Context: an optimization exercise on an open-source flow, tuned for a short achievable clock period and few clock cycles per item. The choices shown serve that exercise and are no tape-out recipe.
Only simulation tests tie the RTL to the original design; equivalence was not proved.
Power figures rest on the tool's default switching activity, not on a simulated workload.

<file path="flow/config.mk">
export PLATFORM = sky130hd
export DESIGN_NAME = multi_delimiter_record_splitter_top
export DESIGN_NICKNAME = multi_delimiter_record_splitter_top
export VERILOG_FILES = /design/flow/design.v
export SDC_FILE = /design/flow/constraint.sdc
export NUM_CORES = 4
export LEC_CHECK = 0
export ABC_CLOCK_PERIOD_IN_PS = 3500
export CAP_MARGIN = 20
export CORE_MARGIN = 2
export CORE_UTILIZATION = 60
export CTS_CLUSTER_DIAMETER = 150
export CTS_CLUSTER_SIZE = 30
export PLACE_DENSITY = 0.7
export SLEW_MARGIN = 20
</file>
<file path="flow/flow/run.sh">
#!/bin/bash
# The standard layout, with two changes in how it is made:
#  - after placement, each flip-flop that drives an output port's buffer is moved
#    next to that buffer (pull_io_flops.tcl), and the placement legalized again;
#  - the timing repair steps (after CTS and global route) aim for extra setup
#    slack beyond the design's clock period.
# The constraints (SDC), synthesis and every other step are the standard ones.
set -euo pipefail
M=12
bash standard.sh SETUP_SLACK_MARGIN=$M place > place.log 2>&1
RESULTS=$PWD/orfs/results/sky130hd/multi_delimiter_record_splitter_top/base openroad -no_init -exit flow/pull_io_flops.tcl > pull_io_flops.log 2>&1
bash standard.sh SETUP_SLACK_MARGIN=$M finish > finish.log 2>&1
</file>
<file path="flow/design.v">
package mdrs_pkg;
	localparam int NUM_SEPARATORS = 4;
	localparam int MAX_SEP_LEN    = 8;
	localparam int SEP_W          = 64;
	localparam int LEN_W          = 4;
	localparam int LENS_W         = 16;
	localparam int IDX_W          = 2;
	localparam int CFG_IDX_W      = 3;
	localparam int BUF_N          = 32;
	localparam int PTR_W          = $clog2(BUF_N);
	localparam logic [SEP_W-1:0]  RST_SEP_0     = 64'd10;
	localparam logic [SEP_W-1:0]  RST_SEP_1     = 64'd2573;
	localparam logic [SEP_W-1:0]  RST_SEP_2     = 64'd0;
	localparam logic [SEP_W-1:0]  RST_SEP_3     = 64'd0;
	localparam logic [LENS_W-1:0] RST_LENGTHS   = 16'd33;
	localparam logic              RST_CASE      = 1'b1;
	localparam logic              RST_ESC_EN    = 1'b0;
	localparam logic [7:0]        RST_ESC_BYTE  = 8'd92;
endpackage
module mdrs_cfg (
	input  logic        clk,
	input  logic        rst_q,       
	input  logic                 wr_valid,
	output logic                 wr_ready,
	input  logic [2:0]           wr_index,
	input  logic [63:0]          wr_data,
	output logic [3:0][7:0][7:0] sep_b,      
	output logic [3:0][7:0]      ci_b,       
	output logic [3:0][7:0]      lmask,      
	output logic [3:0][3:0]      beats,      
	output logic [3:0][mdrs_pkg::PTR_W-1:0] back,       
	output logic                 esc_en,
	output logic [7:0]           esc_byte
);
	logic [3:0][63:0] sep_q;
	logic [15:0]      len_q;
	logic             case_q;
	logic             esc_en_q;
	logic [7:0]       esc_q;
	assign wr_ready = 1'b1;
	assign esc_en   = esc_en_q;
	assign esc_byte = esc_q;
	assign sep_b    = sep_q;
	logic        cv_q;
	logic [2:0]  cx_q;
	logic [63:0] cd_q;
	always_ff @(posedge clk) begin
		cv_q <= rst_q && wr_valid;
		cx_q <= wr_index;
		cd_q <= wr_data;
	end
	always_ff @(posedge clk) begin
		if (!rst_q) begin
			sep_q[0] <= mdrs_pkg::RST_SEP_0;
			sep_q[1] <= mdrs_pkg::RST_SEP_1;
			sep_q[2] <= mdrs_pkg::RST_SEP_2;
			sep_q[3] <= mdrs_pkg::RST_SEP_3;
			len_q    <= mdrs_pkg::RST_LENGTHS;
			case_q   <= mdrs_pkg::RST_CASE;
			esc_en_q <= mdrs_pkg::RST_ESC_EN;
			esc_q    <= mdrs_pkg::RST_ESC_BYTE;
		end else if (cv_q) begin
			case (cx_q)
				3'd0: sep_q[0] <= cd_q;
				3'd1: sep_q[1] <= cd_q;
				3'd2: sep_q[2] <= cd_q;
				3'd3: sep_q[3] <= cd_q;
				3'd4: len_q    <= cd_q[15:0];
				3'd5: case_q   <= cd_q[0];
				3'd6: esc_en_q <= cd_q[0];
				default: esc_q <= cd_q[7:0];
			endcase
		end
	end
	logic [3:0][7:0]      ci_d;
	logic [3:0][7:0]      lmask_d;
	logic [3:0][3:0]      beats_d;
	logic [3:0][mdrs_pkg::PTR_W-1:0] back_d;
	logic [3:0][3:0]      len;
	logic [3:0]           en;
	always_comb begin
		for (int k = 0; k < 4; k++) begin
			len[k] = len_q[4*k +: 4];
			en[k]  = (len[k] != 4'd0) && (len[k] <= 4'd8);
			for (int j = 0; j < 8; j++) begin
				ci_d[k][j] = !case_q && ((sep_q[k][8*j +: 8] >= 8'h41 && sep_q[k][8*j +: 8] <= 8'h5A) ||
						(sep_q[k][8*j +: 8] >= 8'h61 && sep_q[k][8*j +: 8] <= 8'h7A));
				lmask_d[k][j] = en[k] && (len[k] == 4'(j + 1));
			end
			back_d[k] = mdrs_pkg::PTR_W'(1) - mdrs_pkg::PTR_W'(len[k]);
		end
		for (int j = 0; j < 4; j++) begin
			for (int k = 0; k < 4; k++) begin
				beats_d[j][k] = (j != k) && en[j] &&
					((len[j] > len[k]) || (len[j] == len[k] && j < k));
			end
		end
	end
	always_ff @(posedge clk) begin
		ci_b  <= ci_d;
		lmask <= lmask_d;
		beats <= beats_d;
		back  <= back_d;
	end
endmodule
module mdrs_core (
	input  logic        clk,
	input  logic        rst_q,
	input  logic        in_valid,
	input  logic        in_ready,
	input  logic [7:0]  in_data_byte,
	input  logic        in_end_of_input,
	input  logic [3:0][7:0][7:0] sep_b,
	input  logic [3:0][7:0]      ci_b,
	input  logic [3:0][7:0]      lmask,
	input  logic [3:0][3:0]      beats,
	input  logic [3:0][mdrs_pkg::PTR_W-1:0] back,
	input  logic                 esc_en,
	input  logic [7:0]           esc_byte,
	output logic        s_valid,      
	output logic        s_push,       
	output logic        s_match,      
	output logic        s_eoi,        
	output logic [7:0]  s_byte,
	output logic [1:0]  s_idx,
	output logic [mdrs_pkg::PTR_W-1:0] s_back,       
	output logic        p0,           
	output logic        p1            
);
	logic       a0, r0, e0;
	logic [7:0] b0;
	logic       take0;
	always_ff @(posedge clk) begin
		a0 <= in_valid;
		r0 <= rst_q && in_ready;
		b0 <= in_data_byte;
		e0 <= in_end_of_input;
	end
	assign take0 = a0 && r0;
	assign p0    = take0;
	logic                 v1, e1, x1;
	logic [7:0]           b1;
	logic [3:0][7:0]      eq1;
	always_comb begin
		for (int k = 0; k < 4; k++)
			for (int j = 0; j < 8; j++)
				eq1[k][j] = (b0[7:6] == sep_b[k][j][7:6]) && (b0[4:0] == sep_b[k][j][4:0]) &&
					((b0[5] == sep_b[k][j][5]) || ci_b[k][j]);
	end
	assign v1 = take0;
	assign b1 = b0;
	assign e1 = e0;
	assign x1 = esc_en && (b0 == esc_byte);
	assign p1 = 1'b0;
	logic [3:0][7:0] pm_q;       
	logic            esc_q;
	logic [3:0][7:0] pn;
	logic [3:0]      m;
	logic [3:0]      w;
	logic            any;
	logic            normal;
	logic            lit;
	logic [1:0]      widx;
	logic [mdrs_pkg::PTR_W-1:0] wback;
	always_comb begin
		for (int k = 0; k < 4; k++) begin
			pn[k] = {pm_q[k][6:0], 1'b1} & eq1[k];
			m[k]  = |(pn[k] & lmask[k]);
		end
		for (int k = 0; k < 4; k++) begin
			w[k] = m[k];
			for (int j = 0; j < 4; j++)
				if (m[j] && beats[j][k]) w[k] = 1'b0;
		end
		any   = |m;
		widx  = {w[3] | w[2], w[3] | w[1]};
		wback = ({mdrs_pkg::PTR_W{w[0]}} & back[0]) | ({mdrs_pkg::PTR_W{w[1]}} & back[1]) |
			({mdrs_pkg::PTR_W{w[2]}} & back[2]) | ({mdrs_pkg::PTR_W{w[3]}} & back[3]);
		normal = !e1 && !esc_q && !x1;
		lit    = !e1 && esc_q;
	end
	always_ff @(posedge clk) begin
		if (!rst_q) begin
			pm_q    <= '0;
			esc_q   <= 1'b0;
			s_valid <= 1'b0;
		end else begin
			if (v1) begin
				pm_q  <= (normal && !any) ? pn : '0;
				esc_q <= !e1 && !esc_q && x1;
			end
			s_valid <= v1 && (e1 || esc_q || !x1);
		end
	end
	always_ff @(posedge clk) begin
		s_push  <= lit || (normal && !any);
		s_match <= normal && any;
		s_eoi   <= e1;
		s_byte  <= b1;
		s_idx   <= widx;
		s_back  <= (normal && any) ? wback : '0;
	end
endmodule
module mdrs_emit (
	input  logic        clk,
	input  logic        arst_n,
	output logic        rst_q,        
	input  logic        s_valid,
	input  logic        s_push,
	input  logic        s_match,
	input  logic        s_eoi,
	input  logic [7:0]  s_byte,
	input  logic [1:0]  s_idx,
	input  logic [mdrs_pkg::PTR_W-1:0] s_back,
	input  logic        p0,
	input  logic        p1,
	output logic        in_ready,
	output logic        rdy_int,      
	output logic             res_valid,
	input  logic             res_ready,
	output logic [7:0]       res_out_byte,
	output logic             res_is_data,
	output logic             res_matched,
	output logic [1:0]       res_separator_index,
	output logic             res_last
);
	localparam int N  = mdrs_pkg::BUF_N;
	localparam int PW = mdrs_pkg::PTR_W;
	always_ff @(posedge clk or negedge arst_n) begin
		if (!arst_n) rst_q <= 1'b0;
		else         rst_q <= 1'b1;
	end
	logic [PW-1:0] wr_q, cm_q;
	logic [3:0]    fill_q;
	logic          full;
	logic [PW-1:0] pos;
	logic          ovf;
	assign full = fill_q[3];
	assign pos  = wr_q + s_back;
	assign ovf  = s_valid && s_push && full;
	always_ff @(posedge clk) begin
		if (!rst_q) begin
			wr_q   <= '0;
			cm_q   <= '0;
			fill_q <= '0;
		end else if (s_valid) begin
			wr_q <= pos + PW'(1);
			if (s_push) begin
				if (full) cm_q <= cm_q + PW'(1);
				else      fill_q <= fill_q + 4'd1;
			end else begin
				cm_q   <= pos + PW'(1);
				fill_q <= '0;
			end
		end
	end
	logic [PW-1:0] cm_v;        
	logic [N-1:0][7:0] bq_byte;
	logic [N-1:0]      bq_data;
	logic [N-1:0]      bq_matched;
	logic [N-1:0][1:0] bq_idx;
	logic [N-1:0]      bq_last;
	assign cm_v = cm_q;
	always_ff @(posedge clk) begin
		for (int i = 0; i < N; i++) begin
			if (s_valid && pos == PW'(i)) begin
				bq_byte[i]    <= s_push ? s_byte : 8'd0;
				bq_data[i]    <= s_push;
				bq_matched[i] <= s_match;
				bq_idx[i]     <= s_match ? s_idx : 2'd0;
				bq_last[i]    <= !s_push;
			end else if (ovf && cm_q == PW'(i)) begin
				bq_last[i]    <= 1'b1;
			end
		end
	end
	logic          o_valid_q;   
	logic          o_vld_i;     
	logic [7:0]    o_byte_q;
	logic          o_data_q;
	logic          o_matched_q;
	logic [1:0]    o_idx_q;
	logic          o_last_q;
	logic [PW-1:0] rd_q;
	logic [PW-1:0] rd1_q;       
	logic [PW-1:0] rd2_q;       
	logic [PW-1:0] rd3_q;       
	logic [12:0]   r0_q, r1_q, r2_q;
	logic          t_q;
	logic [PW-1:0] c_q;
	logic          taken;
	logic [12:0]   ent_lo;      
	logic [12:0]   ent_hi;      
	logic          vld_lo;
	logic          vld_hi;
	assign taken  = o_vld_i && res_ready;
	assign ent_lo = t_q ? r1_q : r0_q;
	assign ent_hi = t_q ? r2_q : r1_q;
	assign vld_lo = (rd_q != c_q);
	assign vld_hi = (rd1_q != c_q);
	always_ff @(posedge clk) begin
		r0_q <= {bq_byte[rd_q], bq_data[rd_q], bq_matched[rd_q], bq_idx[rd_q], bq_last[rd_q]};
		r1_q <= {bq_byte[rd1_q], bq_data[rd1_q], bq_matched[rd1_q], bq_idx[rd1_q], bq_last[rd1_q]};
		r2_q <= {bq_byte[rd2_q], bq_data[rd2_q], bq_matched[rd2_q], bq_idx[rd2_q], bq_last[rd2_q]};
		c_q  <= rst_q ? cm_v : '0;
		t_q  <= rst_q && taken;
	end
	always_ff @(posedge clk or negedge arst_n) begin
		if (!arst_n) begin
			o_valid_q <= 1'b0;
		end else begin
			o_valid_q <= taken ? vld_hi : vld_lo;
		end
	end
	always_ff @(posedge clk) begin
		o_vld_i <= rst_q && (taken ? vld_hi : vld_lo);
	end
	always_ff @(posedge clk) begin
		if (!rst_q) begin
			rd_q  <= '0;
			rd1_q <= PW'(1);
			rd2_q <= PW'(2);
			rd3_q <= PW'(3);
		end else if (taken) begin
			rd_q  <= rd1_q;
			rd1_q <= rd2_q;
			rd2_q <= rd3_q;
			rd3_q <= rd3_q + PW'(1);
		end
	end
	always_ff @(posedge clk) begin
		{o_byte_q, o_data_q, o_matched_q, o_idx_q, o_last_q} <= taken ? ent_hi : ent_lo;
	end
	logic [PW-1:0] occ;
	logic          rdy_q;       
	logic          rdy_i;       
	logic          rdy_d;
	assign occ = wr_q - rd_q;
	assign rdy_d = (({1'b0, occ} + (PW+1)'(s_valid) + (PW+1)'(p1) + (PW+1)'(p0) +
		(PW+1)'(rdy_i)) <= (PW+1)'(N - 2));
	always_ff @(posedge clk or negedge arst_n) begin
		if (!arst_n) begin
			rdy_q <= 1'b0;
		end else begin
			rdy_q <= rdy_d;
		end
	end
	always_ff @(posedge clk) begin
		rdy_i <= rdy_d;
	end
	assign in_ready            = rdy_q;
	assign rdy_int             = rdy_i;
	assign res_valid           = o_valid_q;
	assign res_out_byte        = o_byte_q;
	assign res_is_data         = o_data_q;
	assign res_matched         = o_matched_q;
	assign res_separator_index = o_idx_q;
	assign res_last            = o_last_q;
endmodule
module multi_delimiter_record_splitter_top (
	input  logic                 clk,
	input  logic                 arst_n,
	input  logic                 data_in_valid,
	output logic                 data_in_ready,
	input  logic [7:0]           data_in_data_byte,
	input  logic                 data_in_end_of_input,
	output logic                 data_out_valid,
	input  logic                 data_out_ready,
	output logic [7:0]           data_out_out_byte,
	output logic                 data_out_is_data,
	output logic                 data_out_matched,
	output logic [mdrs_pkg::IDX_W-1:0] data_out_separator_index,
	output logic                 data_out_last,
	input  logic                 cfg_valid,
	output logic                 cfg_ready,
	input  logic [mdrs_pkg::CFG_IDX_W-1:0] cfg_index,
	input  logic [mdrs_pkg::SEP_W-1:0] cfg_data
);
	logic [3:0][7:0][7:0] sep_b;
	logic [3:0][7:0]      ci_b;
	logic [3:0][7:0]      lmask;
	logic [3:0][3:0]      beats;
	logic [3:0][mdrs_pkg::PTR_W-1:0] back;
	logic                 esc_en;
	logic [7:0]           esc_byte;
	logic       s_valid, s_push, s_match, s_eoi;
	logic [7:0] s_byte;
	logic [1:0] s_idx;
	logic [mdrs_pkg::PTR_W-1:0] s_back;
	logic       p0, p1;
	logic       rst_q;
	logic       rdy_int;
	mdrs_cfg u_cfg (
		.clk      (clk),
		.rst_q    (rst_q),
		.wr_valid (cfg_valid),
		.wr_ready (cfg_ready),
		.wr_index (cfg_index),
		.wr_data  (cfg_data),
		.sep_b    (sep_b),
		.ci_b     (ci_b),
		.lmask    (lmask),
		.beats    (beats),
		.back     (back),
		.esc_en   (esc_en),
		.esc_byte (esc_byte)
	);
	mdrs_core u_core (
		.clk             (clk),
		.rst_q           (rst_q),
		.in_valid        (data_in_valid),
		.in_ready        (rdy_int),
		.in_data_byte    (data_in_data_byte),
		.in_end_of_input (data_in_end_of_input),
		.sep_b           (sep_b),
		.ci_b            (ci_b),
		.lmask           (lmask),
		.beats           (beats),
		.back            (back),
		.esc_en          (esc_en),
		.esc_byte        (esc_byte),
		.s_valid         (s_valid),
		.s_push          (s_push),
		.s_match         (s_match),
		.s_eoi           (s_eoi),
		.s_byte          (s_byte),
		.s_idx           (s_idx),
		.s_back          (s_back),
		.p0              (p0),
		.p1              (p1)
	);
	mdrs_emit u_emit (
		.clk                 (clk),
		.arst_n              (arst_n),
		.rst_q               (rst_q),
		.s_valid             (s_valid),
		.s_push              (s_push),
		.s_match             (s_match),
		.s_eoi               (s_eoi),
		.s_byte              (s_byte),
		.s_idx               (s_idx),
		.s_back              (s_back),
		.p0                  (p0),
		.p1                  (p1),
		.in_ready            (data_in_ready),
		.rdy_int             (rdy_int),
		.res_valid           (data_out_valid),
		.res_ready           (data_out_ready),
		.res_out_byte        (data_out_out_byte),
		.res_is_data         (data_out_is_data),
		.res_matched         (data_out_matched),
		.res_separator_index (data_out_separator_index),
		.res_last            (data_out_last)
	);
endmodule
</file>
<file path="flow/standard.sh">
#!/bin/bash
# synth_recipe.tcl (not shown) runs the flow's synth.tcl, then flattens the netlist and writes it again
# the make line also repeats each setting of config.mk as NAME=value (left out here)
make -C /OpenROAD-flow-scripts/flow DESIGN_CONFIG=/design/flow/config.mk WORK_HOME=/design/flow/orfs CLKGATE_MAP_FILE= SYNTH_SCRIPT=/design/flow/synth_recipe.tcl "${@:-finish}"
</file>
<file path="flow/constraint.sdc">
create_clock -name core_clock -period 16.0 [get_ports {clk}]
set_input_delay 3.2000 -clock core_clock [delete_from_list [all_inputs] [get_ports {clk}]]
set_output_delay 3.2000 -clock core_clock [all_outputs]
set_load 0.01 [all_outputs]
</file>
<file path="flow/flow/pull_io_flops.tcl">
# Moves each flip-flop that drives an output port's buffer next to that buffer,
# then legalizes the placement. Nothing else changes: the same cells and nets.
set results $::env(RESULTS)
read_db $results/3_place.odb
set block [ord::get_db_block]
set moved 0
foreach bterm [$block getBTerms] {
  if {[$bterm getIoType] ne "OUTPUT"} { continue }
  set net [$bterm getNet]
  if {$net eq "NULL" || $net eq ""} { continue }
  set buf ""
  foreach it [$net getITerms] { if {[$it isOutputSignal]} { set buf [$it getInst] } }
  if {$buf eq ""} { continue }
  set innet ""
  foreach it [$buf getITerms] { if {[$it isInputSignal] && [$it getNet] ne "NULL"} { set innet [$it getNet] } }
  if {$innet eq ""} { continue }
  set drv ""
  foreach it [$innet getITerms] { if {[$it isOutputSignal]} { set drv [$it getInst] } }
  if {$drv eq ""} { continue }
  set mname [[$drv getMaster] getName]
  if {![string match "sky130_fd_sc_hd__df*" $mname] && ![string match "sky130_fd_sc_hd__edf*" $mname]} { continue }
  set loc [$buf getLocation]
  puts "move [$drv getName] ($mname) from [$drv getLocation] to $loc near [$buf getName] for [$bterm getName]"
  $drv setLocation [lindex $loc 0] [lindex $loc 1]
  incr moved
}
puts "moved $moved flip-flops"
detailed_placement
check_placement -verbose
write_db $results/3_place.odb
</file>
==> metrics list, run 1 <==
- Launch point of the worst reg-to-reg path: u_core.b0[5]
* Sum of negative setup slack: 0 ns
- CTS clock-pin slew for the worst setup and hold paths: 0.12 ns
- Vias per cell: 6.682
- Internal power of the cells: 0.003357 W
* Worst endpoint data arrival time: 1.15 ns
* PD cells: 87.37 mW/mm2
- Worst setup SP type: register
* Die area: 0.08059 mm2
* DP Cell Count: 4763
- Ant. Diodes: 0
- The path class of the tightest hold or removal check is register to register.
- Share of post-route cells with drive strength above 1: 0.1645
- In this run, the number of DRC markers left after iteration 0 of detailed routing was 3607.
* Final wirelength: 131.7 mm
* Post-route minimum period: 4.349 ns
- Worst Hold Path Cells: 0
* Share of Yosys cell area claimed by the top area cell type: 0.2658
- CTS built an H-tree with a depth of 2.
- Starting density of the core: 0.6067
- DR pass1 iterations: 5
- Worst slew margin relative to its limit: 0.1849
- Detailed placement ended at an HPWL of 82.37 mm.
* Maximum root-to-sink buffer count: 3
- Of the total power, the clock network draws 0.290.
- For this design, the sink count on the clock tree is 1017.
- The mapped netlist covers 0.04700 mm2.
- Crit. End Element: primary output
* Proportion of power drawn by flip-flops and latches: 0.640
- RSZ-0062 raised after global routing: yes
- VDD IR max: 0.00007745 V
* Largest stage delay, worst path: 0.39 ns
- STA puts the critical path data required time at 12.80 ns.
* Switching part of the total power: 0.2296
- After detailed routing, the average wire length per cell comes to 27.28 um.
* Most frequent standard cell in the layout excluding fill and tap cells: sky130_fd_sc_hd__nand2_1
- The total overflow left after global routing is 0.
* Total setup violations reported at the end of the flow: 0
* Fmax: 229.9 MHz
- Transition time at the pin with the least slew margin: 1.221 ns
- Summing over every cut layer, the via total after detailed routing is 32260.
- By startpoint and endpoint, the worst setup path is classified as register to primary output.
* Total of hold buffers inserted after clock tree synthesis: 0
* Final-report max-slew violation count: 0
- Area contributors post-synth: sky130_fd_sc_hd__edfxtp_1, sky130_fd_sc_hd__dfxtp_1, sky130_fd_sc_hd__mux4_2
* Max Fanout on Critical Path: 1
* Number of warning messages in the yosys log: 3
* Clock tree from TritonCTS: yes
- Number of synthesized register bits: 1017
* TritonCTS buffer count: 39
* Synthesized instance count: 3826
- Cell count of the worst reg-to-reg path: 10
* Vias in the first global route: 32160
- In this run the most critical hold path is launched from u_cfg.len_q[13].
- On the final layout, the worst clock skew is 0.03046 ns.
- Gpl congestion: 0.8821
- In the layout the commonest cells are sky130_fd_sc_hd__nand2_1, sky130_fd_sc_hd__dfxtp_1, sky130_fd_sc_hd__edfxtp_1, sky130_fd_sc_hd__mux4_2, sky130_fd_sc_hd__a21oi_1.
* Total of max-cap violations: 0
- Number of enable flip-flop cells after synthesis: 416
* Initial antenna violation count: 2
- Core Box Area: 0.07747 mm2
- Endpoint, Worst Hold: u_cfg.back[16]
- Global-route wire length before repair: 197.4 mm
- Per-instance average area after synthesis: 12.28 um2
* Largest net degree at the start of global routing: 135
- Number of nets with antenna violations after detailed routing: 0
- Critical-path cell with the highest stage delay: sky130_fd_sc_hd__dfrtp_1
* Async set-or-reset flop fraction in the synthesized netlist: 0.002950
- Dividing the final minimum period by the clock period gives 0.2718.
- For flop-to-flop paths, the worst setup slack is 12.09 ns.
* Synth area leader: sky130_fd_sc_hd__edfxtp_1
* Distinct cells, synth: 63
- Most frequently used flop master after synthesis: sky130_fd_sc_hd__dfxtp_1
- The count of buffers added on input and output ports is 95.
- Run status: complete, no violations
- In this run the clock root is driven by a sky130_fd_sc_hd__clkbuf_16.
* Num ports: 97
* Non-Filler Instances: 4828
- In this run the critical register-to-register path is captured at u_core.s_back[0].
- Switching power summed over all nets: 0.001000 W
- Floorplan die height: 283.9 um
- At the end of the flow, the number of nets in the layout was 3908.
* Cell row count: 102
- Die Width: 283.9 um
- Relative to the synthesized area, the layout overhead comes to 6.096%.
- Part of the total power dissipated in combinational logic: 0.071
- Critical path buffer and inverter count: 1
- Part of the Yosys area used for sequential elements: 0.5221
- Cell Chain, Critical Path: buf_2
- For this run, design rule violations remaining after detail routing come to 0.
- The number of endpoints with negative hold slack in the final report came to 0.
- Total power draw: 0.004357 W
- Utilization of the core after routing: 0.6437
- Overall track demand over capacity in global routing: 0.3240
- Static leakage power: 16.25 nW
- Worst-skew pair later-pin latency: 0.63 ns
- Broken down by cell family, the worst path's largest delay share belongs to flip-flops.
-- cell usage after synthesis (13+ instances only) --
library cell,count
sky130_fd_sc_hd__a211oi_1,17
sky130_fd_sc_hd__a21o_1,38
sky130_fd_sc_hd__a21oi_1,326
sky130_fd_sc_hd__a31oi_1,47
sky130_fd_sc_hd__and2_1,42
sky130_fd_sc_hd__and3_1,24
sky130_fd_sc_hd__buf_1,37
sky130_fd_sc_hd__buf_4,17
sky130_fd_sc_hd__clkbuf_1,186
sky130_fd_sc_hd__dfxtp_1,598
sky130_fd_sc_hd__edfxtp_1,416
sky130_fd_sc_hd__ha_1,56
sky130_fd_sc_hd__inv_1,34
sky130_fd_sc_hd__mux2_2,39
sky130_fd_sc_hd__mux4_2,390
sky130_fd_sc_hd__nand2_1,723
sky130_fd_sc_hd__nand2b_1,13
sky130_fd_sc_hd__nand3_1,41
sky130_fd_sc_hd__nand4_1,104
sky130_fd_sc_hd__nor2_1,116
sky130_fd_sc_hd__nor3_1,49
sky130_fd_sc_hd__o21bai_1,18
sky130_fd_sc_hd__o22ai_1,16
sky130_fd_sc_hd__o311ai_0,32
sky130_fd_sc_hd__or3_1,32
sky130_fd_sc_hd__xnor2_1,256
sky130_fd_sc_hd__xor2_1,30
-- cells by family (layout without fill, tap and decap cells) --
family                   Yosys count  after routing  synth area share
XOR/XNOR                         286            286           0.05330
AO/OA/AOI/OAI                    544            544           0.06948
flip-flops                      1017           1017            0.5221
adder cells (fa/ha/maj)           61             61           0.01683
other                              1              2        0.00007979
AND/OR/NAND/NOR                 1180           1181            0.1111
buffers and inverters            300            260           0.02918
multiplexers                     437            437            0.1979
-- layout make-up --
type | count | area [um2]
fillers | 5812 | 27600
flip-flops and latches | 1017 | 24590
multi-input cells | 2511 | 21220
repair buffers | 161 | 1496
well taps | 1040 | 1301
clock buffers | 61 | 1101
inverters | 37 | 146.4
clock inverters | 1 | 5.005
-- per-layer routing --
layer / part of all wire / global-route usage
met5: 0.00020 / 0
met2: 0.50 / 0.5559
met4: 0.049 / 0.1421
met1: 0.37 / 0.4147
met3: 0.082 / 0.04172
-- worst max-delay path by stage --
stage	slack (ns)	from	cells past startpoint	end
floorplan	11.79	data_out_ready	6	u_emit.o_vld_i
global placement	10.60	data_out_ready	6	u_emit.o_vld_i
detailed placement	10.53	data_out_ready	4	u_emit.o_idx_q[0]
CTS	11.62	u_emit.rdy_q	1	data_in_ready
global route	11.60	u_emit.rdy_q	1	data_in_ready
finish	11.65	u_emit.rdy_q	1	data_in_ready
-- power by group through the flow --
| stage | clock (W) | combinational [W] | sequential (W) |
|---|---|---|---|
| 2_1_floorplan | 0 | 0.000228 | 0.00281 |
| 3_3_place_gp | 0 | 0.000295 | 0.00284 |
| 3_5_place_dp | 0 | 0.000306 | 0.00284 |
| 4_1_cts | 0.00127 | 0.000306 | 0.00278 |
| 5_1_grt | 0.00136 | 0.000331 | 0.00279 |
| 6_report | 0.00126 | 0.000308 | 0.00279 |
-- timing repair --
action | CTS | global route
buffers inserted | 1 | 1
setup endpoints to repair | 58 | 24
endpoints found under the hold margin | 0 | 0
gates cloned | 1 | 0
resized for setup | 80 | 18
pin swaps | 0 | 3
-- sequential cells by signal, indices dropped and copies added (netlist names), 8 cells and up --
register / cells
u_emit.bq_byte: 256
u_emit.r1_q: 13
u_emit.r0_q: 13
u_core.pm_q: 28
u_core.b0: 8
u_emit.bq_idx: 64
u_cfg.beats: 12
u_cfg.len_q: 16
u_core.s_byte: 8
u_emit.bq_data: 32
u_cfg.ci_b: 32
u_cfg.lmask: 32
u_cfg.cd_q: 64
u_emit.r2_q: 13
u_emit.bq_last: 32
u_cfg.sep_q: 256
u_emit.bq_matched: 32
u_cfg.esc_q: 8
u_cfg.back: 20
u_emit.o_byte_q: 8
-- through the flow --
step	cell area, um2	setup WS, ns	hold WS (ns)
after CTS	49760	11.62	0.4391
after floorplan	47030	11.79	0.3319
after global placement	48590	10.60	0.4301
final	49860	11.65	0.4344
after global routing	49860	11.60	0.4626
after detailed placement	48670	10.53	0.4357
Testbench counts, summed over its fixed seeds: cycles 39,285, items 38,935.
==> run 2, diff against run 1 <==
--- a/flow/design.v
+++ b/flow/design.v
@@ -256,3 +256,22 @@
 	end
+	logic [N-1:0]  w_en;        
+	logic [N-1:0]  l_en;        
+	logic [7:0]    w_byte;
+	logic          w_data;
+	logic          w_matched;
+	logic [1:0]    w_idx;
+	logic          w_last;
 	logic [PW-1:0] cm_v;        
+	always_ff @(posedge clk) begin
+		for (int i = 0; i < N; i++) begin
+			w_en[i] <= rst_q && s_valid && (pos == PW'(i));
+			l_en[i] <= rst_q && ovf && (cm_q == PW'(i));
+		end
+		cm_v <= rst_q ? cm_q : '0;
+		w_byte    <= s_push ? s_byte : 8'd0;
+		w_data    <= s_push;
+		w_matched <= s_match;
+		w_idx     <= s_match ? s_idx : 2'd0;
+		w_last    <= !s_push;
+	end
 	logic [N-1:0][7:0] bq_byte;
@@ -262,14 +281,12 @@
 	logic [N-1:0]      bq_last;
-	assign cm_v = cm_q;
 	always_ff @(posedge clk) begin
 		for (int i = 0; i < N; i++) begin
-			if (s_valid && pos == PW'(i)) begin
-				bq_byte[i]    <= s_push ? s_byte : 8'd0;
-				bq_data[i]    <= s_push;
-				bq_matched[i] <= s_match;
-				bq_idx[i]     <= s_match ? s_idx : 2'd0;
-				bq_last[i]    <= !s_push;
-			end else if (ovf && cm_q == PW'(i)) begin
-				bq_last[i]    <= 1'b1;
+			if (w_en[i]) begin
+				bq_byte[i]    <= w_byte;
+				bq_data[i]    <= w_data;
+				bq_matched[i] <= w_matched;
+				bq_idx[i]     <= w_idx;
 			end
+			if (w_en[i])      bq_last[i] <= w_last;
+			else if (l_en[i]) bq_last[i] <= 1'b1;
 		end
@@ -338,3 +355,3 @@
 	assign occ = wr_q - rd_q;
-	assign rdy_d = (({1'b0, occ} + (PW+1)'(s_valid) + (PW+1)'(p1) + (PW+1)'(p0) +
+	assign rdy_d = rst_q && (({1'b0, occ} + (PW+1)'(s_valid) + (PW+1)'(p1) + (PW+1)'(p0) +
 		(PW+1)'(rdy_i)) <= (PW+1)'(N - 2));
--- a/flow/config.mk
+++ b/flow/config.mk
@@ -11,4 +11,4 @@
 export CORE_UTILIZATION = 60
-export CTS_CLUSTER_DIAMETER = 150
-export CTS_CLUSTER_SIZE = 30
+export CTS_CLUSTER_DIAMETER = 80
+export CTS_CLUSTER_SIZE = 24
 export PLACE_DENSITY = 0.7
==> metrics list, run 2 <==
- The leakage component of the power is 17.12 nW (+5.4%).
- Among all flip-flop cells after synthesis, the most frequent one is sky130_fd_sc_hd__dfxtp_1.
- Worst endpoint data arrival time: 1.15 ns (about the same)
- Commonest cells post-synth: sky130_fd_sc_hd__nand2_1, sky130_fd_sc_hd__dfxtp_1, sky130_fd_sc_hd__edfxtp_1
- Cell Chain, Critical Path: buf_2
* VDD IR max: 0.0001055 V (+36%)
- The chip width came to 289.4 um (+2.0%).
- The ratio of cells with drive above 1 in the final layout came to 0.1715 (+0.006984).
- DP Cell Count: 4907 (+3.0%)
* Most frequent standard cell in the layout excluding fill and tap cells: sky130_fd_sc_hd__nand2_1
- Detail-routed net length per standard cell: 25.92 um (-5.0%)
- Fill count: 6075 (+4.5%)
- Share of Yosys cell area claimed by the top area cell type: 0.2785 (+0.01269)
- Synth area leader: sky130_fd_sc_hd__dfxtp_1
- The area of the core is 0.08055 mm2 (+4.0%).
- The first-pass GRT wire length came to 193.9 mm (-1.8%).
* Total vias in the final route: 32020 (-0.76%)
- Run status: complete, no violations
- The routability congestion estimate is 0.8926 (+1.2%).
- The count of non-filler cells in the finished layout is 4998 (+3.5%).
- The maximum number of buffers from clock root to sink was 3 (unchanged).
* Largest net degree at the start of global routing: 107 (-21%)
- Part of the total power dissipated in combinational logic: 0.040 (-0.031)
- PD cells: 90.09 mW/mm2 (+3.1%)
- Synthesized instance count: 3965 (+3.6%)
- Vias in the first global route: 30910 (-3.9%)
- The internal power of the cells is 0.003656 W (+8.9%).
* Crit. End Element: primary output
- Floorplan die height: 289.4 um (+2.0%)
- Detailed Route Iter0 Violations: 3273 (-9.3%)
- The post-layout utilization of the core is 0.6469 (+0.003189).
* Cell Area, Synth: 0.04888 mm2 (+4.0%)
- The worst setup path is launched from a register.
* Port Buffer Count: 95 (unchanged)
* Max Fanout on Critical Path: 1 (unchanged)
- Largest stage delay, worst path: 0.38 ns (about the same)
- The setup path with the least slack is of type register to primary output.
* DR pass1 iterations: 6 (+1)
- R2R setup slack: 12.19 ns (+0.10 ns)
* Fmax: 230.0 MHz (about the same)
- The library cells used most frequently in the layout, excluding fill and tap cells, are sky130_fd_sc_hd__nand2_1, sky130_fd_sc_hd__dfxtp_1, sky130_fd_sc_hd__edfxtp_1, sky130_fd_sc_hd__mux4_2, sky130_fd_sc_hd__a21oi_1.
- The worst hold path terminates at u_emit.w_matched.
- The count of unique library cells instantiated by Yosys is 61 (-3.2%).
- Per-instance average area after synthesis: 12.33 um2 (+0.36%)
* Num ports: 97 (unchanged)
* Worst reg2reg endpoint: u_core.s_back[4]
* Starting density of the core: 0.6069 (about the same)
- The worst slew margin relative to its limit is 0.1656 (-0.01935).
- Clock net sink count: 1099 (+8.1%)
- Cell row count: 104 (+2.0%)
- TritonCTS buffer count: 52 (+33%)
- Relative contribution of the clock network to total power: 0.325 (+0.035)
- Compared with the post-synthesis result, the final layout area differs by 6.588%.
- Cell count of the worst reg-to-reg path: 11 (+1)
- Switching power summed over all nets: 0.001038 W (+3.8%)
- The number of antenna violations at the first check in global routing is 0 (-2).
- Aggregate global routing overflow: 0 (unchanged)
* Clock tree from TritonCTS: yes
- Worst Hold Path Cells: 0 (unchanged)
* Launch point of the worst hold path: u_core.s_match
* Data required time at the worst endpoint: 12.80 ns (about the same)
- The most common cell in the synthesized netlist is sky130_fd_sc_hd__nand2_1.
- The count of final setup violators was 0 (unchanged).
- Setup repair after global routing could not meet its margin everywhere.
- Overall track demand over capacity in global routing: 0.3109 (-0.01313)
- Cell family with the largest share of critical-path delay: flip-flops
- Worst hold path type: register to register
- Portion of the clock cycle consumed by the worst path in the final layout: 0.2717 (about the same)
* Area contributors post-synth: sky130_fd_sc_hd__dfxtp_1, sky130_fd_sc_hd__edfxtp_1, sky130_fd_sc_hd__mux4_2
- Number of enable flip-flop cells after synthesis: 416 (unchanged)
- Vias per cell: 6.406 (-4.1%)
* Critical-path cell with the highest stage delay: sky130_fd_sc_hd__dfrtp_1
* Clock Skew: 0.03095 ns (+0.0004889 ns)
- Critical path buffer and inverter count: 1 (unchanged)
- The total wire length is 129.5 mm (-1.7%).
* Number of warning messages in the yosys log: 3 (unchanged)
- The transition time at the pin with the least slew margin was 1.250 ns (+0.02898 ns).
- Post-route minimum period: 4.348 ns (-0.001700 ns)
* DRC violation count after routing: 0 (unchanged)
- Root Buffer Master: sky130_fd_sc_hd__clkbuf_16
- Crit path setup slack, layout: 11.65 ns (+0.001700 ns)
- The number of nets still failing antenna checks after routing is 0 (unchanged).
- Final-report max-slew violation count: 0 (unchanged)
- Sum of negative setup slack: 0 ns (unchanged)
* Number of nets in the finished design: 4047 (+3.6%)
- The worst-skew pair later-pin latency came to 0.65 ns (+0.02 ns).
* Setup Slack @ Placement: 10.56 ns (+0.03080 ns)
* Total of max-cap violations: 0 (unchanged)
* Fin. Hold Viols: 0 (unchanged)
- H-Tree Depth: 2 (unchanged)
* Largest registers in the final layout: u_cfg.sep_q (256), u_emit.bq_byte (256)
- Switching part of the total power: 0.2211 (-0.008494)
* Launch point of the worst reg-to-reg path: u_core.b0[5]
- The final worst hold slack is 0.4100 ns (-0.02437 ns).
- Number of synthesized register bits: 1099 (+8.1%)
- Async set-or-reset flop fraction in the synthesized netlist: 0.002730 (-0.0002201)
* Detail Placement HPWL: 78.93 mm (-4.2%)
- The fraction of power consumed by sequential logic is 0.636 (-0.004).
* Die area: 0.08377 mm2 (+4.0%)
* Part of the Yosys area used for sequential elements: 0.5356 (+0.01346)
* CTS clock-pin slew for the worst setup and hold paths: 0.10 ns (-0.02 ns)
run 2: changes by cell type after synthesis, sizes merged, moves of 6 or more:
cell / previous run / this run
o22ai: 16 / 4
or2: 1 / 33
xor2: 30 / 23
a21oi: 326 / 332
nor2: 116 / 157
nand2: 723 / 699
nor3: 49 / 55
and3: 24 / 38
nand2b: 13 / 43
o21bai: 18 / 0
and2: 42 / 31
dfxtp: 598 / 680
xnor2: 256 / 263
run 2: how the worst max path moves through the flow:
stage	start	endpoint	slack (ns)	cells after the start
floorplan	data_out_ready	u_emit.o_vld_i	11.79	6
finish	u_emit.o_valid_q	data_out_valid	11.65	1
global route	u_emit.o_valid_q	data_out_valid	11.62	1
CTS	u_emit.o_valid_q	data_out_valid	11.62	1
global placement	data_out_ready	u_emit.o_idx_q[0]	10.64	4
detailed placement	data_out_ready	u_emit.o_last_q	10.56	4
run 2: metrics by stage:
| step | instance area, um2 | total power, W |
|---|---|---|
| 3_5_place_dp | 50420 | 0.003232 |
| 2_1_floorplan | 48930 | 0.003152 |
| 5_1_grt | 52100 | 0.004841 |
| 4_1_cts | 51940 | 0.004716 |
| 3_3_place_gp | 50420 | 0.003229 |
| 6_report | 52100 | 0.004694 |
run 2: metal layers:
layer,routed length (um),global-route usage,part of all wire,up-vias
met5,0,0,0,-
met4,5559,0.1235,0.043,0
met3,9458,0.03787,0.073,282
met2,64730,0.5308,0.50,1350
met1,49780,0.4070,0.38,15990
li1,-,-,-,14390
run 2: area by class of cell:
type / count / area, um2 / share of cell area
well taps: 1060 / 1326 / 0.02545
flip-flops and latches: 1099 / 26250 / 0.5038
inverters: 39 / 153.9 / 0.002954
clock buffers: 78 / 1463 / 0.02807
diodes: 1 / 2.502 / 0.00004803
clock inverters: 7 / 62.56 / 0.001201
multi-input cells: 2566 / 21490 / 0.4124
repair buffers: 148 / 1356 / 0.02603
run 2: logic make-up (layout without fill, tap and decap cells):
family                   after synthesis  count (layout)  share of synthesized area
flip-flops                          1099            1099                     0.5356
AND/OR/NAND/NOR                     1272            1273                     0.1182
other                                  1               3                 0.00007671
adder cells (fa/ha/maj)               61              61                    0.01618
multiplexers                         438             438                     0.1905
buffers and inverters                302             272                    0.02792
AO/OA/AOI/OAI                        506             506                    0.06035
XOR/XNOR                             286             286                    0.05124
run 2: what timing repair did:
action / 4_1_cts / 5_1_grt
pin swaps: 1 / 4
endpoints found under the setup margin: 51 / 23
cloned: 1 / 0
gates resized for setup: 76 / 31
hold buffers: 0 / 0
setup buffers: 3 / 1
run 2: power groups by stage:
stage	Combinational, W	Clock [W]	Sequential (W)
global placement	0.000183	0	0.00305
detailed placement	0.000185	0	0.00305
finish	0.000187	0.00152	0.00298
global route	0.000202	0.00165	0.00299
CTS	0.000186	0.00155	0.00298
floorplan	0.000136	0	0.00302
Testbench counts of run 2, summed over its fixed seeds: cycles 39,325, items 38,935.
==> run 3, diff against run 2 <==
--- a/flow/design.v
+++ b/flow/design.v
@@ -256,22 +256,3 @@
 	end
-	logic [N-1:0]  w_en;        
-	logic [N-1:0]  l_en;        
-	logic [7:0]    w_byte;
-	logic          w_data;
-	logic          w_matched;
-	logic [1:0]    w_idx;
-	logic          w_last;
 	logic [PW-1:0] cm_v;        
-	always_ff @(posedge clk) begin
-		for (int i = 0; i < N; i++) begin
-			w_en[i] <= rst_q && s_valid && (pos == PW'(i));
-			l_en[i] <= rst_q && ovf && (cm_q == PW'(i));
-		end
-		cm_v <= rst_q ? cm_q : '0;
-		w_byte    <= s_push ? s_byte : 8'd0;
-		w_data    <= s_push;
-		w_matched <= s_match;
-		w_idx     <= s_match ? s_idx : 2'd0;
-		w_last    <= !s_push;
-	end
 	logic [N-1:0][7:0] bq_byte;
@@ -281,12 +262,14 @@
 	logic [N-1:0]      bq_last;
+	assign cm_v = cm_q;
 	always_ff @(posedge clk) begin
 		for (int i = 0; i < N; i++) begin
-			if (w_en[i]) begin
-				bq_byte[i]    <= w_byte;
-				bq_data[i]    <= w_data;
-				bq_matched[i] <= w_matched;
-				bq_idx[i]     <= w_idx;
+			if (s_valid && pos == PW'(i)) begin
+				bq_byte[i]    <= s_push ? s_byte : 8'd0;
+				bq_data[i]    <= s_push;
+				bq_matched[i] <= s_match;
+				bq_idx[i]     <= s_match ? s_idx : 2'd0;
+				bq_last[i]    <= !s_push;
+			end else if (ovf && cm_q == PW'(i)) begin
+				bq_last[i]    <= 1'b1;
 			end
-			if (w_en[i])      bq_last[i] <= w_last;
-			else if (l_en[i]) bq_last[i] <= 1'b1;
 		end
@@ -355,3 +338,3 @@
 	assign occ = wr_q - rd_q;
-	assign rdy_d = rst_q && (({1'b0, occ} + (PW+1)'(s_valid) + (PW+1)'(p1) + (PW+1)'(p0) +
+	assign rdy_d = (({1'b0, occ} + (PW+1)'(s_valid) + (PW+1)'(p1) + (PW+1)'(p0) +
 		(PW+1)'(rdy_i)) <= (PW+1)'(N - 2));
==> flow/flow/run.sh (replaced) <==
#!/bin/bash
# The standard layout, with these changes in how it is made:
#  - pins: the result channel's pins are kept on one edge (pins.tcl);
#  - after placement, each output port's buffer is moved next to its pin and the
#    flip-flop that drives it next to the buffer (pull_io_flops.tcl), and the
#    placement legalized again;
#  - the timing repair steps (after CTS and global route) aim for extra setup
#    slack beyond the design's clock period.
# The constraints (SDC), synthesis and every other step are the standard ones.
set -euo pipefail
M=12
R=$PWD/orfs/results/sky130hd/multi_delimiter_record_splitter_top/base
bash standard.sh SETUP_SLACK_MARGIN=$M $R/3_1_place_gp_skip_io.odb > place_skip_io.log 2>&1
RESULTS=$R openroad -no_init -exit flow/pins.tcl > pins.log 2>&1
bash standard.sh SETUP_SLACK_MARGIN=$M place > place.log 2>&1
RESULTS=$R openroad -no_init -exit flow/pull_io_flops.tcl > pull_io_flops.log 2>&1
bash standard.sh SETUP_SLACK_MARGIN=$M finish > finish.log 2>&1
==> flow/flow/pins.tcl (new file) <==
# Pin placement as the standard flow does it (place_pins on met3/met2), with the
# result channel's pins (data_out_*, data_in_ready) kept together on one edge so
# that the output registers and their port buffers can sit next to each other.
set results $::env(RESULTS)
read_db $results/3_1_place_gp_skip_io.odb
set_io_pin_constraint -pin_names {data_out_valid data_out_ready data_out_out_byte[0] data_out_out_byte[1] data_out_out_byte[2] data_out_out_byte[3] data_out_out_byte[4] data_out_out_byte[5] data_out_out_byte[6] data_out_out_byte[7] data_out_is_data data_out_matched data_out_separator_index[0] data_out_separator_index[1] data_out_last data_in_ready} -region right:*
place_pins -hor_layers met3 -ver_layers met2
write_db $results/3_2_place_iop.odb
write_pin_placement $results/3_2_place_iop.tcl
--- a/flow/flow/pull_io_flops.tcl
+++ b/flow/flow/pull_io_flops.tcl
@@ -1,3 +1,4 @@
-# Moves each flip-flop that drives an output port's buffer next to that buffer,
-# then legalizes the placement. Nothing else changes: the same cells and nets.
+# Moves each output port's buffer next to its pin, and the flip-flop that drives
+# that buffer next to the buffer; then legalizes the placement. Nothing else
+# changes: the same cells and nets.
 set results $::env(RESULTS)
@@ -13,2 +14,10 @@
   if {$buf eq ""} { continue }
+  set bb [$bterm getBBox]
+  set px [expr {([$bb xMin] + [$bb xMax]) / 2}]
+  set py [expr {([$bb yMin] + [$bb yMax]) / 2}]
+  set die [$block getDieArea]
+  set px [expr {max([$die xMin] + 5000, min([$die xMax] - 10000, $px))}]
+  set py [expr {max([$die yMin] + 5000, min([$die yMax] - 8000, $py))}]
+  puts "move buffer [$buf getName] from [$buf getLocation] to $px $py for [$bterm getName]"
+  $buf setLocation $px $py
   set innet ""
@@ -21,5 +30,4 @@
   if {![string match "sky130_fd_sc_hd__df*" $mname] && ![string match "sky130_fd_sc_hd__edf*" $mname]} { continue }
-  set loc [$buf getLocation]
-  puts "move [$drv getName] ($mname) from [$drv getLocation] to $loc near [$buf getName] for [$bterm getName]"
-  $drv setLocation [lindex $loc 0] [lindex $loc 1]
+  puts "move [$drv getName] ($mname) from [$drv getLocation] to $px $py for [$bterm getName]"
+  $drv setLocation $px $py
   incr moved
==> metrics list, run 3 <==
- The detailed placer's ending HPWL is 85.37 mm (+8.2%).
* Distinct cells, synth: 63 (+3.3%)
- The peak fanout along the critical path was 1 (unchanged).
- Internal power of the cells: 0.003514 W (-3.9%)
* Floorplan die height: 283.9 um (-1.9%)
- The worst-case reg-to-reg path depth is 10 (-1).
- The setup slack of the worst register-to-register path is 12.13 ns (-0.06 ns).
* Initial antenna violation count: 0 (unchanged)
* Async set-or-reset flop fraction in the synthesized netlist: 0.002950 (+0.0002201)
* RSZ-0062 raised after global routing: yes
- Relative contribution of the clock network to total power: 0.321 (-0.004)
- Fmax: 228.9 MHz (-0.47%)
- The clock input transition at the sequential cells of the worst setup and hold paths came to 0.10 ns (about the same).
* Utilization of the core after routing: 0.6495 (+0.002658)
- Worst-skew pair later-pin latency: 0.64 ns (about the same)
- The fraction of power consumed by sequential logic is 0.612 (-0.024).
- The path with the worst hold slack has its endpoint at u_core.pm_q[29].
- The run finished with no timing, DRC or antenna violations.
- The number of standard cells after synthesis is 3826 (-3.5%).
* Most frequent standard cell in the layout excluding fill and tap cells: sky130_fd_sc_hd__nand2_1
- Critical path buffer and inverter count: 1 (unchanged)
- Clock net sink count: 1017 (-7.5%)
- Share of Yosys cell area claimed by the top area cell type: 0.2658 (-0.01269)
* Maximum root-to-sink buffer count: 3 (unchanged)
* Cell family with the largest share of critical-path delay: flip-flops
- Total of hold buffers inserted after clock tree synthesis: 0 (unchanged)
- Die Width: 283.9 um (-1.9%)
- DR pass1 iterations: 6 (unchanged)
- Worst slew margin relative to its limit: 0.1753 (+0.009754)
- Detail-routed net length per standard cell: 27.71 um (+6.9%)
- Number of synthesized register bits: 1017 (-7.5%)
- Final-report max-slew violation count: 0 (unchanged)
* Cell Area, Synth: 0.04700 mm2 (-3.9%)
- Number of nets in the finished design: 3931 (-2.9%)
* Fin. Hold Viols: 0 (unchanged)
- The area of the core was 0.07747 mm2 (-3.8%).
- Largest registers in the final layout: u_cfg.sep_q (256), u_emit.bq_byte (256)
- TritonCTS built the clock tree.
* Overall track demand over capacity in global routing: 0.3328 (+0.02196)
* Worst endpoint data arrival time: 1.17 ns (+0.02 ns)
- The full die area was 0.08059 mm2 (-3.8%).
- The via count of the first global-routing pass is 32630 (+5.6%).
- Aggregate global routing overflow: 0 (unchanged)
- Worst hold path type: register to register
* Crit. End Element: primary output
- Worst setup SP type: register
- Switching power summed over all nets: 0.001043 W (+0.50%)
- The via count came to 32440 (+1.3%).
- Most frequently used cell type in the post-synthesis netlist: sky130_fd_sc_hd__nand2_1
- The count of final setup violators came to 0 (unchanged).
- The startpoint identified for the worst hold timing path is u_core.pm_q[29].
- Data required time at the worst endpoint: 12.80 ns (about the same)
* Port Buffer Count: 95 (unchanged)
- Leading cell types in the layout, fill and taps excluded: sky130_fd_sc_hd__nand2_1, sky130_fd_sc_hd__dfxtp_1, sky130_fd_sc_hd__edfxtp_1, sky130_fd_sc_hd__mux4_2, sky130_fd_sc_hd__a21oi_1
- The leakage component of the power came to 16.50 nW (-3.6%).
- In this run the clock root is driven by a sky130_fd_sc_hd__clkbuf_16.
* Part of the Yosys area used for sequential elements: 0.5221 (-0.01346)
- Signed area change from the synthesized netlist to the final layout: 7.060%
- Walking the worst path, the cells encountered are buf_6.
* Per-instance average area after synthesis: 12.28 um2 (-0.36%)
* Multi-input gate area in the final layout: 0.02123 mm2 (-1.2%)
* H-Tree Depth: 2 (unchanged)
- Total of max-cap violations: 0 (unchanged)
- VDD IR max: 0.0001110 V (+5.2%)
- DRC violation count after routing: 0 (unchanged)
- Final wirelength: 134.6 mm (+3.9%)
* Part of the total power dissipated in combinational logic: 0.067 (+0.027)
* Post-route minimum period: 4.368 ns (+0.02040 ns)
* PD cells: 90.56 mW/mm2 (+0.52%)
- The antenna cell count came to 0 (-1).
- Largest net degree at the start of global routing: 137 (+28%)
- The sequential cell area came to 0.02460 mm2 (-6.3%).
* Number of enable flip-flop cells after synthesis: 416 (unchanged)
* Type of the setup path with the least slack: register to primary output
- Commonest cells post-synth: sky130_fd_sc_hd__nand2_1, sky130_fd_sc_hd__dfxtp_1, sky130_fd_sc_hd__edfxtp_1
- The ratio of cells with drive above 1 in the final layout is 0.1731 (+0.001677).
* Number of warning messages in the yosys log: 3 (unchanged)
* Sum of negative setup slack: 0 ns (unchanged)
- Worst reg2reg endpoint: u_core.s_back[2]
* Largest stage delay, worst path: 0.40 ns (+0.02 ns)
- Switching part of the total power: 0.2289 (+0.007812)
- The biggest area contributor in the post-synthesis netlist is sky130_fd_sc_hd__edfxtp_1.
* Fill count: 5772 (-5.0%)
- Starting density of the core: 0.6067 (about the same)
- The number of design-rule violations left by the first detailed-router iteration is 3837 (+17%).
- Transition time at the pin with the least slew margin: 1.237 ns (-0.01292 ns)
* Num ports: 97 (unchanged)
- The clock tree skew after final layout was 0.02625 ns (-0.004702 ns).
* Gpl congestion: 0.8885 (-0.46%)
- Portion of the clock cycle consumed by the worst path in the final layout: 0.2730 (+0.001275)
- The average via count per standard cell was 6.678 (+4.2%).
- The number of rows in the core area came to 102 (-1.9%).
* Worst Hold Path Cells: 2 (+2)
- Launch point of the worst reg-to-reg path: u_core.b0[7]
* Most frequently used flop master after synthesis: sky130_fd_sc_hd__dfxtp_1
- TritonCTS buffer count: 49 (-5.8%)
* Global-route wire length before repair: 202.6 mm (+4.5%)
* Critical-path cell with the highest stage delay: sky130_fd_sc_hd__dfrtp_1
* Number of nets with antenna violations after detailed routing: 0 (unchanged)
- Area contributors post-synth: sky130_fd_sc_hd__edfxtp_1, sky130_fd_sc_hd__dfxtp_1, sky130_fd_sc_hd__mux4_2
==> run 3: cell types whose count changed in the layout (fill, tap and decap cells not counted), sizes merged, moves of 11 or more <==
cell	change
dfxtp	-82
nor2	-41
or2	-32
nand2b	-30
buf	+26
nand2	+24
o21bai	+18
and3	-14
o22ai	+12
and2	+11
==> run 3: final cells by class <==
type	count	area share
Inverter	37	0.002909
Multi-Input combinational cell	2511	0.4219
Tap cell	1040	0.02586
Clock inverter	9	0.002064
Timing Repair Buffer	174	0.03078
Clock buffer	70	0.02760
Sequential cell	1017	0.4888
==> run 3: worst max path at each step <==
stage | start | end | cells after the start
floorplan | data_out_ready | u_emit.o_vld_i | 6
global placement | data_out_ready | u_emit.o_byte_q[3] | 4
detailed placement | data_out_ready | u_emit.o_byte_q[0] | 4
CTS | u_emit.rdy_q | data_in_ready | 1
global route | u_emit.rdy_q | data_in_ready | 1
finish | u_emit.rdy_q | data_in_ready | 1
==> run 3: power by group through the flow <==
stage | combinational [W] | clock [W] | sequential [W]
5_1_grt | 0.000327 | 0.00156 | 0.00279
3_5_place_dp | 0.000300 | 0 | 0.00285
6_report | 0.000304 | 0.00146 | 0.00279
4_1_cts | 0.000302 | 0.00148 | 0.00279
2_1_floorplan | 0.000228 | 0 | 0.00281
3_3_place_gp | 0.000291 | 0 | 0.00284
==> run 3: routing by layer <==
| layer | GRT usage | wire length, um | part of all wire |
|---|---|---|---|
| met5 | 0 | 0 | 0 |
| met4 | 0.1714 | 7508 | 0.056 |
| met3 | 0.05772 | 12120 | 0.090 |
| met2 | 0.5564 | 65990 | 0.49 |
| met1 | 0.4184 | 49010 | 0.36 |
==> run 3: kinds of logic after synthesis <==
group / count (synthesis) / share of synthesized area
other cells: 1 / 0.00007979
buf+inv: 300 / 0.02918
xor+xnor: 286 / 0.05330
compound gates: 544 / 0.06948
fa+ha+maj: 61 / 0.01683
simple gates: 1180 / 0.1111
flops: 1017 / 0.5221
mux: 437 / 0.1979
==> run 3: timing repair <==
action                     CTS  global route
gates resized for setup     85            19
pin swaps                    2             1
gates cloned                 1             0
setup endpoints to repair   52            41
setup buffers                2             0
==> run 3: through the flow <==
stage               worst slack (ns)  hold slack [ns]  cells  instance area [um2]  total power (W)
finish                         11.63           0.4676   4858                50320         0.004557
global route                   11.61           0.4896   4858                50320         0.004683
CTS                            11.59           0.4601   4857                50220         0.004572
detailed placement             10.45           0.4487   4775                48710         0.003146
global placement               10.63           0.4423   4774                48690         0.003136
floorplan                      11.79           0.3319   3827                47030         0.003040
Testbench counts of run 3, summed over its fixed seeds: cycles 39,285, items 38,935.
==> run 4, diff against run 3 <==
--- a/flow/design.v
+++ b/flow/design.v
@@ -334,20 +334,12 @@
 	logic [PW-1:0] occ;
-	logic          rdy_q;       
-	logic          rdy_i;       
+	logic          rdy_q;
 	logic          rdy_d;
 	assign occ = wr_q - rd_q;
-	assign rdy_d = (({1'b0, occ} + (PW+1)'(s_valid) + (PW+1)'(p1) + (PW+1)'(p0) +
-		(PW+1)'(rdy_i)) <= (PW+1)'(N - 2));
-	always_ff @(posedge clk or negedge arst_n) begin
-		if (!arst_n) begin
-			rdy_q <= 1'b0;
-		end else begin
-			rdy_q <= rdy_d;
-		end
-	end
+	assign rdy_d = rst_q && (({1'b0, occ} + (PW+1)'(s_valid) + (PW+1)'(p1) + (PW+1)'(p0) +
+		(PW+1)'(rdy_q)) <= (PW+1)'(N - 2));
 	always_ff @(posedge clk) begin
-		rdy_i <= rdy_d;
+		rdy_q <= rdy_d;
 	end
 	assign in_ready            = rdy_q;
-	assign rdy_int             = rdy_i;
+	assign rdy_int             = rdy_q;
 	assign res_valid           = o_valid_q;
==> metrics list, run 4 <==
* Cell family with the largest share of critical-path delay: flip-flops
* Part of the total power dissipated in combinational logic: 0.056 (-0.011)
- Total of hold buffers inserted after clock tree synthesis: 0 (unchanged)
- The total number of cells along the worst setup path was 1 (unchanged).
* Per-instance average area after synthesis: 12.22 um2 (-0.56%)
- The fill cell total of the finished layout came to 5999 (+3.9%).
- The fraction of power consumed by sequential logic came to 0.615 (+0.003).
- The total chip power is 0.004497 W (-1.3%).
* Area contributors post-synth: sky130_fd_sc_hd__edfxtp_1, sky130_fd_sc_hd__dfxtp_1, sky130_fd_sc_hd__mux4_2
- Vias per cell: 6.571 (-1.6%)
- The number of nets still failing antenna checks after routing came to 0 (unchanged).
- Sum of negative setup slack: 0 ns (unchanged)
- The via count came to 32290 (-0.47%).
- The number of buffers and inverters on the critical path is 1 (unchanged).
- R2R setup slack: 12.11 ns (-0.02 ns)
- The routability congestion estimate was 0.9323 (+4.9%).
- Max Fanout on Critical Path: 1 (unchanged)
* Aggregate global routing overflow: 0 (unchanged)
- The largest net degree at the start of global routing was 163 (+19%).
* Starting density of the core: 0.6041 (-0.002594)
- Startpoint of the most critical setup path: u_emit.o_valid_q
- Number of nets in the finished design: 3974 (+1.1%)
- Num ports: 97 (unchanged)
- Detailed Route Iter0 Violations: 3234 (-16%)
* Most frequent standard cell in the layout excluding fill and tap cells: sky130_fd_sc_hd__nand2_1
* Final-report max-slew violation count: 0 (unchanged)
* Crit. End Element: primary output
- The post-synthesis async set-or-reset flop share came to 0.001969 (-0.0009813).
- Worst setup SP type: register
* DR pass1 iterations: 6 (unchanged)
* Most frequently used cell type in the post-synthesis netlist: sky130_fd_sc_hd__nand2_1
- Utilization of the core after routing: 0.6431 (-0.006449)
* Switching part of the total power: 0.2272 (-0.001742)
- Portion of the clock cycle consumed by the worst path in the final layout: 0.2730 (about the same)
- The ratio of cells with drive above 1 in the final layout is 0.1664 (-0.006719).
- The achievable frequency is 228.9 MHz (about the same).
* Cell Area, Synth: 0.04757 mm2 (+1.2%)
- Largest registers in the final layout: u_cfg.sep_q (256), u_emit.bq_byte (256)
* Run status: complete, no violations
* Signed area change from the synthesized netlist to the final layout: 6.452%
- Static leakage power: 16.75 nW (+1.5%)
* Post-route minimum period: 4.368 ns (+0.0003000 ns)
- The worst register-to-register path ends at u_core.pm_q[30].
- Floorplan die height: 285.6 um (+0.60%)
* Final wirelength: 131.5 mm (-2.3%)
- Die Width: 285.6 um (+0.60%)
* H-Tree Depth: 2 (unchanged)
- Part of the Yosys area used for sequential elements: 0.5153 (-0.006775)
- The largest stage delay on the critical path came to 0.38 ns (-0.02 ns).
- Overall track demand over capacity in global routing: 0.3223 (-0.01053)
* Maximum root-to-sink buffer count: 3 (unchanged)
- Initial antenna violation count: 1 (+1)
- The worst ir drop on vdd came to 0.00009623 V (-13%).
- The area of the core was 0.07874 mm2 (+1.6%).
- Total setup violations reported at the end of the flow: 0 (unchanged)
* Synthesized instance count: 3894 (+1.8%)
- Distinct cells, synth: 71 (+13%)
- Transition time at the pin with the least slew margin: 1.200 ns (-0.03708 ns)
- The final worst hold slack was 0.4591 ns (-0.008496 ns).
- Clock net sink count: 1016 (-0.098%)
* Crit path setup slack, layout: 11.63 ns (-0.0003000 ns)
* CTS clock-pin slew for the worst setup and hold paths: 0.10 ns (about the same)
- The clock buffer count from CTS came to 50 (+2.0%).
- The share of the synthesized area in the top cell type is 0.2626 (-0.003181).
* Detail Placement HPWL: 81.23 mm (-4.9%)
* PD cells: 88.82 mW/mm2 (-1.9%)
* Launch point of the worst hold path: u_core.pm_q[5]
- Ranked by instance count, the synthesized netlist is headed by sky130_fd_sc_hd__nand2_1, sky130_fd_sc_hd__dfxtp_1, sky130_fd_sc_hd__edfxtp_1.
- The worst-skew pair later-pin latency was 0.65 ns (about the same).
- In the layout the commonest cells are sky130_fd_sc_hd__nand2_1, sky130_fd_sc_hd__dfxtp_1, sky130_fd_sc_hd__edfxtp_1, sky130_fd_sc_hd__mux4_2, sky130_fd_sc_hd__a21oi_1.
- Cell count of the worst reg-to-reg path: 9 (-1)
- The count of maximum capacitance violations is 0 (unchanged).
- The critical path arrival came to 1.17 ns (about the same).
* Most frequently used flop master after synthesis: sky130_fd_sc_hd__dfxtp_1
- The required time of the worst setup path came to 12.80 ns (about the same).
- The critical path goes through buf_2.
- Setup Slack @ Placement: 10.53 ns (+0.08010 ns)
- Worst slew margin relative to its limit: 0.1888 (+0.01345)
- The number of remaining DRC errors came to 0 (unchanged).
- Cell row count: 103 (+0.98%)
- Worst hold path type: register to register
- TritonCTS built the clock tree.
- Detail-routed net length per standard cell: 26.76 um (-3.4%)
- Timing endpoint of the critical path: data_out_valid
- Critical-path cell with the highest stage delay: sky130_fd_sc_hd__dfrtp_1
- Setup repair after global routing could not meet its margin everywhere.
- Fin. Hold Viols: 0 (unchanged)
- Relative contribution of the clock network to total power: 0.328 (+0.007)
* Root Buffer Master: sky130_fd_sc_hd__clkbuf_16
- The via count of the first global-routing pass came to 31210 (-4.4%).
- The count of buffers from port buffering is 95 (unchanged).
* Die area: 0.08155 mm2 (+1.2%)
* Internal power of the cells: 0.003476 W (-1.1%)
* Number of enable flip-flop cells after synthesis: 416 (unchanged)
- Launch point of the worst reg-to-reg path: u_core.b0[0]
- Switching power summed over all nets: 0.001022 W (-2.0%)
- The biggest area contributor in the post-synthesis netlist is sky130_fd_sc_hd__edfxtp_1.
- The clock tree skew after final layout is 0.03353 ns (+0.007280 ns).
- The antenna cell count came to 0 (unchanged).
- Global-route wire length before repair: 196.9 mm (-2.8%)
- Number of synthesized register bits: 1016 (-0.098%)
- The critical path in this run is classified as register to primary output.
- Number of warning messages in the yosys log: 3 (unchanged)
-- run 4: how the worst min path moves through the flow --
stage,end,cells past startpoint
6_report,u_core.pm_q[5],2
5_1_grt,u_cfg.back[16],0
4_1_cts,u_core.pm_q[14],2
3_5_place_dp,u_core.pm_q[30],2
3_3_place_gp,u_core.pm_q[30],2
2_1_floorplan,u_core.s_byte[0],0
-- run 4: timing repair --
item / in CTS / in global routing
gates resized for setup: 82 / 8
gates cloned: 1 / 0
buffers inserted: 3 / 1
endpoints found under the hold margin: 0 / 0
pin swaps: 1 / 0
setup endpoints to repair: 67 / 19
-- run 4: kinds of logic (layout without fill, tap and decap cells) --
logic type,after synthesis,after routing,synth area share
other cells,1,2,0.00007883
flops,1016,1016,0.5153
buf+inv,311,279,0.03167
simple gates,1219,1220,0.1178
compound gates,563,563,0.06984
xor+xnor,285,285,0.05287
mux,438,438,0.1958
fa+ha+maj,61,61,0.01662
-- run 4: power groups by stage --
stage	combinational, W	clock, W	sequential (W)
2_1_floorplan	0.000185	0	0.00280
3_3_place_gp	0.000246	0	0.00283
3_5_place_dp	0.000250	0	0.00283
4_1_cts	0.000251	0.00149	0.00277
5_1_grt	0.000273	0.00158	0.00277
6_report	0.000253	0.00148	0.00277
-- run 4: stage by stage --
step,instance area [um2],instances
2_1_floorplan,47620,3895
3_3_place_gp,49020,4825
3_5_place_dp,49040,4826
4_1_cts,50570,4913
5_1_grt,50640,4914
6_report,50640,4914
-- run 4: final cells by class --
class                      count  area (um2)  share of cell area
sequential                  1016       24570              0.4853
multi-input combinational   2569       21650              0.4276
clock buffer                  73        1410             0.02785
timing repair buffer         154        1400             0.02765
tap                         1050        1314             0.02594
inverter                      42       165.2            0.003262
clock inverter                10       118.9            0.002347
-- run 4: layer usage --
metal | up-vias | GRT usage | routed length [um]
met5 | - | 0 | 0
met4 | 0 | 0.1537 | 7297
met3 | 353 | 0.04147 | 9839
met2 | 1606 | 0.5381 | 64520
met1 | 16020 | 0.4215 | 49850
li1 | 14310 | - | -
Testbench counts of run 4, summed over its fixed seeds: cycles 39,293, items 38,935.

[port drivers added, routing unchanged]
In the flow no input, the clock included, has a driving cell. The finished layouts below were timed again as built, in two steps.
Step 1: set_driving_cell puts a clkbuf_16 on clk and a buf_2 on each other input, an assumption about the parent block.
Step 2 also shifts input and output timing later by t, the mid clock arrival at the registers, as if the neighbouring blocks saw the same clock.
Three values: ideal, step 1, step 2; two values: the first two.
| run | t, ns | setup slack, ns | worst data-port slew with drivers (ns) |
|---|---|---|---|
| run 1 | 0.681 | 11.651 / 11.587 / 11.403 | 0.04 |
| run 2 | 0.702 | 11.652 / 11.589 / 11.255 | 0.05 |
| run 3 | 0.697 | 11.632 / 11.568 / 11.394 | 0.04 |
| run 4 | 0.696 | 11.632 / 11.571 / 11.390 | 0.04 |
After both steps setup and hold are still met in every run listed. The setup slack of run 2, which loses most, moves by -0.063 ns with the drivers and by -0.397 ns with both steps.
